Background: an optimization exercise with open tools, aiming at small area, a short achievable clock period and few clock cycles. Do not read the settings as production practice. At most, simulation tests tie the RTL to the original design; equivalence was not proved. No activity file was given, so power comes from the tool's default toggle rates.

==> flow/design.v (excerpt) <==
module alu_arbiter #(
  parameter int MUL_LAT = 3
) (
  input  logic        clk,
  input  logic        reset,
  input  logic        i_reqA_valid,
  input  logic        i_reqB_valid,
  output logic        o_reqA_ready,
  output logic        o_reqB_ready,
  input  logic [31:0] i_reqA_op1,
  input  logic [31:0] i_reqA_op2,
  input  logic [31:0] i_reqB_op1,
  input  logic [31:0] i_reqB_op2,
  input  logic [3:0]  i_reqA_sel,
  input  logic [3:0]  i_reqB_sel,
  output logic        o_rsp_valid,
  input  logic        i_rsp_ready,
  output logic        o_rsp_id,
  output logic [31:0] o_rsp_data,
  output logic        o_rsp_zflag,
  output logic        o_busy
);
clock: 9.5 ns
lec_check: 0
abc_area: 1
abc_clock_period_in_ps: 4700
cap_margin: 20
core_margin: 2
core_utilization: 40
setup_slack_margin: 5.0
slew_margin: 20
standard.sh (not shown) runs the stock make flow with config.mk's settings and CLKGATE_MAP_FILE= SYNTH_SCRIPT=/design/flow/synth_recipe.tcl, a recipe that flattens the netlist after the stock synthesis.
==> flow/flow/run.sh <==
#!/bin/bash
# Standard ORFS layout with two changes:
#  - after the standard synthesis, polarity.py removes inverters (it picks the
#    polarity of each full adder and XOR gate, both of which can absorb an
#    inversion, and splits half adders whose inputs are both inverted);
#    registers, ports and all other cells are unchanged;
#  - the port buffers are buf_1 cells (the resizer may upsize them) instead
#    of the default delay-buffer cell.
set -euo pipefail
R=orfs/results/${FLOW_PLATFORM}/alu_arbiter/base
bash standard.sh synth > log_synth.txt 2>&1
python3 flow/polarity.py $R/1_2_yosys.v $R/1_2_yosys.pol.v > log_polarity.txt 2>&1
mv $R/1_2_yosys.pol.v $R/1_2_yosys.v
rm -f $R/1_synth.odb $R/1_synth.sdc
bash standard.sh BUFFER_PORTS_ARGS="-buffer_cell sky130_fd_sc_hd__buf_1" finish > log_layout.txt 2>&1
Other scripts of this flow, unchanged in this note and not shown: flow/flow/polarity.py
Edit:
Settings changed: SETUP_SLACK_MARGIN 5.0 to 4.9.
Result: Clock skew stays flat. Power decreases slightly. Final area came out lower slightly. Fmax goes down slightly. Global-route usage drops by 0.13 points. Synthesized area does not change. Worst hold slack stays flat. Via count is about the same. Worst setup slack degrades by 0.043 ns.
No run of this note included a check of the RTL's function; only the layout flow was run.

* * *

old:
alu_arbiter, a different RTL version from the one above (not shown whole).
For scale: about 180 I/O pins, ~21,000 sq um of cells after synthesis.
Settings: LEC_CHECK=0, ABC_AREA=1, ABC_CLOCK_PERIOD_IN_PS=4700, CAP_MARGIN=20, CORE_MARGIN=2, CORE_UTILIZATION=40, CTS_BUF_LIST=sky130_fd_sc_hd__clkbuf_4 sky130_fd_sc_hd__clkbuf_8, SETUP_SLACK_MARGIN=4.8, SLEW_MARGIN=20; clock period 9.5 ns.
Scripts as last shown in full above: flow/flow/run.sh
Other scripts of this flow, unchanged in this note and not shown: flow/flow/polarity.py
old finished all stages; the layout is clean.
Testbench counts of old, summed over its fixed seeds: cycles 2,416.
Setup changes, old to new
# old
export LEC_CHECK = 0
export ABC_AREA = 1
export ABC_CLOCK_PERIOD_IN_PS = 4700
export CAP_MARGIN = 20
export CORE_MARGIN = 2
export CORE_UTILIZATION = 40
export CTS_BUF_LIST = sky130_fd_sc_hd__clkbuf_4 sky130_fd_sc_hd__clkbuf_8
export SETUP_SLACK_MARGIN = 4.8
export SLEW_MARGIN = 20
create_clock -name core_clock -period 9.5 [get_ports {clk}]
# new
export LEC_CHECK = 0
export ABC_AREA = 1
export ABC_CLOCK_PERIOD_IN_PS = 4700
export CAP_MARGIN = 20
export CORE_MARGIN = 2
export CORE_UTILIZATION = 40
export SETUP_SLACK_MARGIN = 4.8
export SLEW_MARGIN = 20
create_clock -name core_clock -period 9.5 [get_ports {clk}]
Combinational share of power ends up higher on old. Between old and new, the difference in area added between synthesis and finish is negligible. Comparing new with old, the final design utilization came out essentially unchanged. Comparing old and new, the lower met2 track utilization from global routing was measured on old. Per the comparison of new with old, final clock period utilization by the worst path went down 0.31 points; worst voltage drop across the vdd grid went up 0.0021 mV; summed area of non-filler cells in the final layout held. The run showing the greater met3 wire length is old. old -> new: total power of the final layout increased slightly. First-iteration DRC count, new vs old: down by a few percent.

* * *

Another version of the RTL of alu_arbiter (not shown whole).
Size in the first run: ~2500 cells after synthesis, about 180 I/O pins, about 0.021 mm2 of cells after synthesis.
// alu_arbiter
module alu_arbiter #(
  parameter int MUL_LAT = 3
) (
  input  logic        clk,
  input  logic        reset,
  input  logic        i_reqA_valid,
  input  logic        i_reqB_valid,
  output logic        o_reqA_ready,
  output logic        o_reqB_ready,
  input  logic [31:0] i_reqA_op1,
  input  logic [31:0] i_reqA_op2,
  input  logic [31:0] i_reqB_op1,
  input  logic [31:0] i_reqB_op2,
  input  logic [3:0]  i_reqA_sel,
  input  logic [3:0]  i_reqB_sel,
  output logic        o_rsp_valid,
  input  logic        i_rsp_ready,
  output logic        o_rsp_id,
  output logic [31:0] o_rsp_data,
  output logic        o_rsp_zflag,
  output logic        o_busy
);
clock: 9.5 ns
lec_check: 0
abc_area: 1
abc_clock_period_in_ps: 4700
cap_margin: 20
core_margin: 2
core_utilization: 40
setup_slack_margin: 5.0
slew_margin: 20
==> flow/flow/run.sh <==
#!/bin/bash
# Standard ORFS layout with two changes:
#  - after the standard synthesis, polarity.py removes inverters (it picks the
#    polarity of each full adder and XOR gate, both of which can absorb an
#    inversion, and splits half adders whose inputs are both inverted);
#    registers, ports and all other cells are unchanged;
#  - the port buffers are buf_1 cells (the resizer may upsize them) instead
#    of the default delay-buffer cell.
set -euo pipefail
R=orfs/results/${FLOW_PLATFORM}/alu_arbiter/base
bash standard.sh synth > log_synth.txt 2>&1
python3 flow/polarity.py $R/1_2_yosys.v $R/1_2_yosys.pol.v > log_polarity.txt 2>&1
mv $R/1_2_yosys.pol.v $R/1_2_yosys.v
rm -f $R/1_synth.odb $R/1_synth.sdc
bash standard.sh SETUP_SLACK_MARGIN=5.2 BUFFER_PORTS_ARGS="-buffer_cell sky130_fd_sc_hd__buf_1" finish > log_layout.txt 2>&1
Other scripts of this flow, unchanged in this note and not shown: flow/flow/polarity.py
Testbench counts at the start, summed over its fixed seeds: cycles 2,416.
Rerun with:
--- a/flow/flow/run.sh
+++ b/flow/flow/run.sh
@@ -14,2 +14,2 @@
 rm -f $R/1_synth.odb $R/1_synth.sdc
-bash standard.sh SETUP_SLACK_MARGIN=5.2 BUFFER_PORTS_ARGS="-buffer_cell sky130_fd_sc_hd__buf_1" finish > log_layout.txt 2>&1
+bash standard.sh BUFFER_PORTS_ARGS="-buffer_cell sky130_fd_sc_hd__buf_1" finish > log_layout.txt 2>&1
SETUP_SLACK_MARGIN = 4.8   (was 5.0)
Effect:
- The changed run completed without violations
- register-to-register slack gets worse by 0.34 ns
- final cell count falls by 2.4%
- power came out lower by 4.8%
- wire length shrinks by 2.5%
- final area came out lower by 5.4%
- non-clock buffer count went down by 82
- first-iteration DRC count came out higher by 0.94%
- critical path depth goes up by 2
- area after synthesis is unchanged
Rerun with:
SETUP_SLACK_MARGIN = 5.0   (was 4.8)
=>
- The changed run completed with no timing, DRC or antenna violations
- global-route usage stays flat
- worst setup slack improves by 0.13 ns
- die area stays the same
Rerun with:
ABC_CLOCK_PERIOD_IN_PS = 4500   (was 4700)
=>
- The new run ran to the end with no violations
- final area is unchanged
- final cell count does not change
- first-iteration DRC count stays the same
- worst setup slack does not change

* * *

alu_arbiter, a different RTL version from the one above (not shown whole).
Size: roughly 2400 cells after synthesis, about 180 I/O pins, ~20000 µm² of cells after synthesis.
clock: 9.5 ns
lec_check: 0
abc_area: 1
abc_clock_period_in_ps: 4700
cap_margin: 20
core_margin: 2
core_utilization: 40
setup_slack_margin: 4.8
slew_margin: 20
==> flow/flow/run.sh <==
#!/bin/bash
# Standard ORFS layout with two changes:
#  - after the standard synthesis, polarity.py removes inverters (it picks the
#    polarity of each full adder and XOR gate, both of which can absorb an
#    inversion, and splits half adders whose inputs are both inverted);
#    registers, ports and all other cells are unchanged;
#  - the port buffers are buf_1 cells (the resizer may upsize them) instead
#    of the default delay-buffer cell.
set -euo pipefail
R=orfs/results/${FLOW_PLATFORM}/alu_arbiter/base
bash standard.sh synth > log_synth.txt 2>&1
python3 flow/polarity.py $R/1_2_yosys.v $R/1_2_yosys.pol.v > log_polarity.txt 2>&1
mv $R/1_2_yosys.pol.v $R/1_2_yosys.v
rm -f $R/1_synth.odb $R/1_synth.sdc
bash standard.sh BUFFER_PORTS_ARGS="-buffer_cell sky130_fd_sc_hd__buf_1" finish > log_layout.txt 2>&1
Other scripts of this flow, unchanged in this note and not shown: flow/flow/polarity.py
Testbench counts at the start, summed over its fixed seeds: cycles 2,416.
Then changed:
Settings changed: SETUP_SLACK_MARGIN 4.8 to 4.9.
Setup slack improves by 18 ps.
Power goes up slightly.
Design area increases slightly.
Sequential share of layout area stays flat.
Routed wire length falls slightly.
Synthesized cell count stays the same.
Sequential cell count stays the same.
Core utilization rose by 0.18 points.
Die area is unchanged.
Then changed:
Settings changed: CTS_BUF_LIST from default to sky130_fd_sc_hd__clkbuf_8, SETUP_SLACK_MARGIN 4.9 to 4.8.
Effect: The changed run went through all stages and came out clean; power fell by 2.1%; cell area drops by 0.76%; non-clock buffer count came out higher by 4; clock-buffer cell count is lower by 1; clock skew rose by 13 ps; worst hold slack gets better by 11 ps; routed wire length increases by about 0.8%; sequential share of layout area rises by 0.14 points; die area stays the same.
Then changed:
Settings changed: CTS_BUF_LIST sky130_fd_sc_hd__clkbuf_8 to default, SETUP_SLACK_MARGIN 4.8 to 5.0.
=>
- sequential power hardly moves
- cell count increases slightly
- routed wire length rises slightly
- sequential share of layout area shrinks by 0.43 points
- core utilization rose by 1.2 points
- global-route usage is higher by 0.14 points

* * *

job 105:
Another version of the RTL of alu_arbiter (not shown whole).
Size: ~2500 cells after synthesis, about 180 I/O pins, roughly 21000 sq um of cells after synthesis.
==> flow/config.mk <==
export PLATFORM = sky130hd
export DESIGN_NAME = alu_arbiter
export DESIGN_NICKNAME = alu_arbiter
export VERILOG_FILES = /design/flow/design.v
export SDC_FILE = /design/flow/constraint.sdc
export NUM_CORES = 4
export LEC_CHECK = 0
export ABC_AREA = 1
export ABC_CLOCK_PERIOD_IN_PS = 4700
export CAP_MARGIN = 20
export CORE_MARGIN = 2
export CORE_UTILIZATION = 40
export SETUP_SLACK_MARGIN = 5.0
export SLEW_MARGIN = 20
==> flow/constraint.sdc <==
create_clock -name core_clock -period 9.5 [get_ports {clk}]
set_input_delay 1.9000 -clock core_clock [delete_from_list [all_inputs] [get_ports {clk}]]
set_output_delay 1.9000 -clock core_clock [all_outputs]
set_load 0.01 [all_outputs]
Scripts as last shown in full above: flow/flow/run.sh
Other scripts of this flow, unchanged in this note and not shown: flow/flow/polarity.py
Job 105 completed; timing, DRC and antenna clean
Edits applied to the flow inputs when going from job 105 to job 101:
-- flow/config.mk --
<<< job 105, line 12
export CORE_UTILIZATION = 40
export SETUP_SLACK_MARGIN = 5.0
export SLEW_MARGIN = 20
>>> job 101, line 12
export CORE_UTILIZATION = 40
export SETUP_SLACK_MARGIN = 4.8
export SLEW_MARGIN = 20
--- outcome ---
Job 101 vs job 105: number of nets at the end of the flow down in job 101. Comparing job 105 and job 101, count of clock-buffer cells in the layout is lower on job 105. Summary of job 101 over job 105: layout-stage area growth over the synthesis result saw a decrease, diode insertion count for antenna repair shows an increase of 1, worst endpoint data arrival time moved down. When the final numbers for job 105 and job 101 were put side by side, the utilization turned out to be greater in job 105. The sequential power was comparable across job 105 and job 101.
No run of this note included a check of the RTL's function; only the layout flow was run.

* * *

Setup of run 1:
alu_arbiter, a different RTL version from the one above (not shown whole).
Size in the first run: about 2700 cells after synthesis, about 180 flip-flops, ~0.023 mm² of cells after synthesis.
clock: 9.5 ns
lec_check: 0
abc_area: 1
abc_clock_period_in_ps: 5000
cap_margin: 20
core_margin: 2
core_utilization: 40
setup_slack_margin: 4.5
slew_margin: 20
run.sh (not shown) runs the stock make flow with config.mk's settings and CLKGATE_MAP_FILE= SYNTH_SCRIPT=/design/flow/synth_recipe.tcl, a recipe that flattens the netlist after the stock synthesis.
Stock flow here: none of the scripts above is used.
Testbench counts of run 1, summed over its fixed seeds: cycles 2,416.
Input-level comparison between run 2 and run 1:
diff --git a/flow/config.mk b/flow/config.mk
--- a/flow/config.mk
+++ b/flow/config.mk
@@ -7,8 +7,8 @@
 export LEC_CHECK = 0
 export ABC_AREA = 1
-export ABC_CLOCK_PERIOD_IN_PS = 5000
+export ABC_CLOCK_PERIOD_IN_PS = 4500
 export CAP_MARGIN = 20
 export CORE_MARGIN = 2
 export CORE_UTILIZATION = 40
-export SETUP_SLACK_MARGIN = 4.5
+export SETUP_SLACK_MARGIN = 5.0
 export SLEW_MARGIN = 20
### Flow results
Power dissipated by switching net loads: run 2 > run 1
Final number of max-transition violations: run 1 vs run 2 identical
Taking run 1 as the reference, in run 2 quantity of gates resized following cts picked up an extra about 600%; worst hold slack neither gained nor lost much.
Going from run 1 to run 2, buffer share of cell area grows by 2.8 points.
Looking at count of non-CTS inverters in the layout, run 2 sits above run 1.
[run 2] iteration count of the initial detailed-routing pass rose 1 relative to run 1
--- input diff run 2..run 3 ---
==> flow/flow/run.sh (new file) <==
#!/bin/bash
# Standard ORFS layout, except that the port buffers are buf_1 cells (which
# the resizer may upsize) instead of the default delay-buffer cell.
set -euo pipefail
bash standard.sh synth > log_synth.txt 2>&1
bash standard.sh SETUP_SLACK_MARGIN=5.3 BUFFER_PORTS_ARGS="-buffer_cell sky130_fd_sc_hd__buf_1" finish > log_layout.txt 2>&1
==> flow/standard.sh (new file) <==
#!/bin/bash
# synth_recipe.tcl (not shown) runs the flow's synth.tcl, then flattens the netlist and writes it again
# the make line also repeats each setting of config.mk as NAME=value (left out here)
make -C /OpenROAD-flow-scripts/flow DESIGN_CONFIG=/design/flow/config.mk WORK_HOME=/design/flow/orfs CLKGATE_MAP_FILE= SYNTH_SCRIPT=/design/flow/synth_recipe.tcl "${@:-finish}"
diff --git a/flow/config.mk b/flow/config.mk
--- a/flow/config.mk
+++ b/flow/config.mk
@@ -7,5 +7,5 @@
 export LEC_CHECK = 0
 export ABC_AREA = 1
-export ABC_CLOCK_PERIOD_IN_PS = 4500
+export ABC_CLOCK_PERIOD_IN_PS = 4300
 export CAP_MARGIN = 20
 export CORE_MARGIN = 2
removed: flow/run.sh
Findings:
Run 3 has completed all stages; timing, DRC and antenna checks passed. Total power after layout delta for run 3 relative to run 2: about 3.6% higher. Looking only at reported leakage power, and setting everything else aside, the lower value of run 3 and run 2 goes to run 3. Between run 2 and run 3, the flow reports power drawn by the combinational cells increasing by a few percent. In run 3 relative to run 2, detailed placer's ending HPWL had gone down slightly.

* * *

Another version of the RTL of alu_arbiter (not shown whole).
Size in the first run: ~2500 cells after synthesis, about 180 I/O pins, roughly 21000 sq um of cells after synthesis.
Settings: LEC_CHECK=0, ABC_AREA=1, ABC_CLOCK_PERIOD_IN_PS=4500, CAP_MARGIN=20, CORE_MARGIN=2, CORE_UTILIZATION=40, CTS_BUF_LIST=sky130_fd_sc_hd__clkbuf_4 sky130_fd_sc_hd__clkbuf_8, SETUP_SLACK_MARGIN=5.0, SLEW_MARGIN=20; clock period 9.5 ns.
standard.sh (not shown) runs the stock make flow with config.mk's settings and CLKGATE_MAP_FILE= SYNTH_SCRIPT=/design/flow/synth_recipe.tcl, a recipe that flattens the netlist after the stock synthesis.
==> flow/flow/run.sh <==
#!/bin/bash
# Standard ORFS layout with two changes:
#  - after the standard synthesis, polarity.py removes inverters (it picks the
#    polarity of each full adder and XOR gate, both of which can absorb an
#    inversion, and splits half adders whose inputs are both inverted);
#    registers, ports and all other cells are unchanged;
#  - the port buffers are buf_1 cells (the resizer may upsize them) instead
#    of the default delay-buffer cell.
set -euo pipefail
R=orfs/results/${FLOW_PLATFORM}/alu_arbiter/base
bash standard.sh synth > log_synth.txt 2>&1
python3 flow/polarity.py $R/1_2_yosys.v $R/1_2_yosys.pol.v > log_polarity.txt 2>&1
mv $R/1_2_yosys.pol.v $R/1_2_yosys.v
rm -f $R/1_synth.odb $R/1_synth.sdc
bash standard.sh BUFFER_PORTS_ARGS="-buffer_cell sky130_fd_sc_hd__buf_1" finish > log_layout.txt 2>&1
Other scripts of this flow, unchanged in this note and not shown: flow/flow/polarity.py
The baseline ran to the end with no violations.
Testbench counts at the start, summed over its fixed seeds: cycles 2,416.
Edit:
--- a/flow/config.mk
+++ b/flow/config.mk
@@ -9 +9 @@
-export ABC_CLOCK_PERIOD_IN_PS = 4500
+export ABC_CLOCK_PERIOD_IN_PS = 5000
@@ -13,2 +13 @@
-export CTS_BUF_LIST = sky130_fd_sc_hd__clkbuf_4 sky130_fd_sc_hd__clkbuf_8
-export SETUP_SLACK_MARGIN = 5.0
+export SETUP_SLACK_MARGIN = 4.8
After rerunning: Register-to-register slack gets worse by 0.22 ns. Non-clock buffer count falls by 45. Critical path depth rises by 4. Utilization falls by 1.3 points. Routed wire length falls by a few percent.

-- port drivers added, routing unchanged --
In the flow no input, the clock included, has a driving cell. The finished layouts below were timed again as built, in two steps. Step 1, drivers: a clkbuf_16 drives clk and a buf_2 each remaining input, both assumed. Step 2 moves the port delays by t, midway between the first and last clock arrival at a register: inputs arrive t later, outputs are due t later. That takes back most of the time a late clock gives input paths. Slacks: no drivers / after step 1 / after step 2; pairs: no drivers / after step 1.
run	t, ns	setup slack, ns	hold WS [ns]	worst setup path after step 2	worst slew at a driven data input, ns
the first run of note 1	0.506	5.027 / 5.057 / 4.551	0.494 / 0.494 / 0.494	input to register	0.04
the second run of note 1	0.506	4.984 / 4.983 / 4.505	0.494 / 0.494 / 0.494	input to register	0.04
old	0.567	4.889 / 4.835 / 4.893	0.449 / 0.449 / 0.449	input to output	0.03
new	0.508	4.918 / 4.878 / 4.892	0.439 / 0.439 / 0.439	input to output	0.04
the first run of note 3	0.512	5.051 / 5.029 / 4.709	0.452 / 0.452 / 0.452	input to register	0.05
the second run of note 3	0.526	4.940 / 4.880 / 4.921	0.486 / 0.486 / 0.486	input to output	0.04
the third run of note 3	0.522	5.070 / 5.013 / 5.036	0.487 / 0.487 / 0.487	input to output	0.04
the fourth run of note 3	0.522	5.070 / 5.013 / 5.036	0.487 / 0.487 / 0.487	input to output	0.04
the first run of note 4	0.510	4.883 / 4.822 / 4.557	0.491 / 0.491 / 0.491	input to register	0.05
the second run of note 4	0.502	4.901 / 4.846 / 4.663	0.486 / 0.486 / 0.486	input to register	0.05
the third run of note 4	0.566	4.835 / 4.780 / 4.575	0.496 / 0.496 / 0.496	input to register	0.05
the fourth run of note 4	0.512	4.932 / 4.876 / 4.734	0.499 / 0.499 / 0.499	input to register	0.05
job 105	0.536	5.031 / 5.011 / 5.011	0.477 / 0.477 / 0.477	input to output	0.04
job 101	0.527	4.886 / 4.863 / 4.863	0.474 / 0.474 / 0.474	input to output	0.05
run 1	0.538	4.548 / 4.490 / 4.548	0.428 / 0.428 / 0.428	input to output	0.04
run 2	0.532	4.920 / 4.863 / 4.746	0.428 / 0.428 / 0.428	input to register	0.06
run 3	0.539	4.942 / 4.879 / 4.937	0.423 / 0.423 / 0.423	input to register	0.04
the first run of note 7	0.602	4.864 / 4.840 / 4.729	0.441 / 0.441 / 0.441	input to register	0.05
the second run of note 7	0.541	4.877 / 4.820 / 4.871	0.422 / 0.422 / 0.422	input to output	0.04
After both steps setup and hold are still met in every run listed. The setup slack of the second run of note 1, which loses most, moves by -0.001 ns with the drivers and by -0.479 ns with both steps.
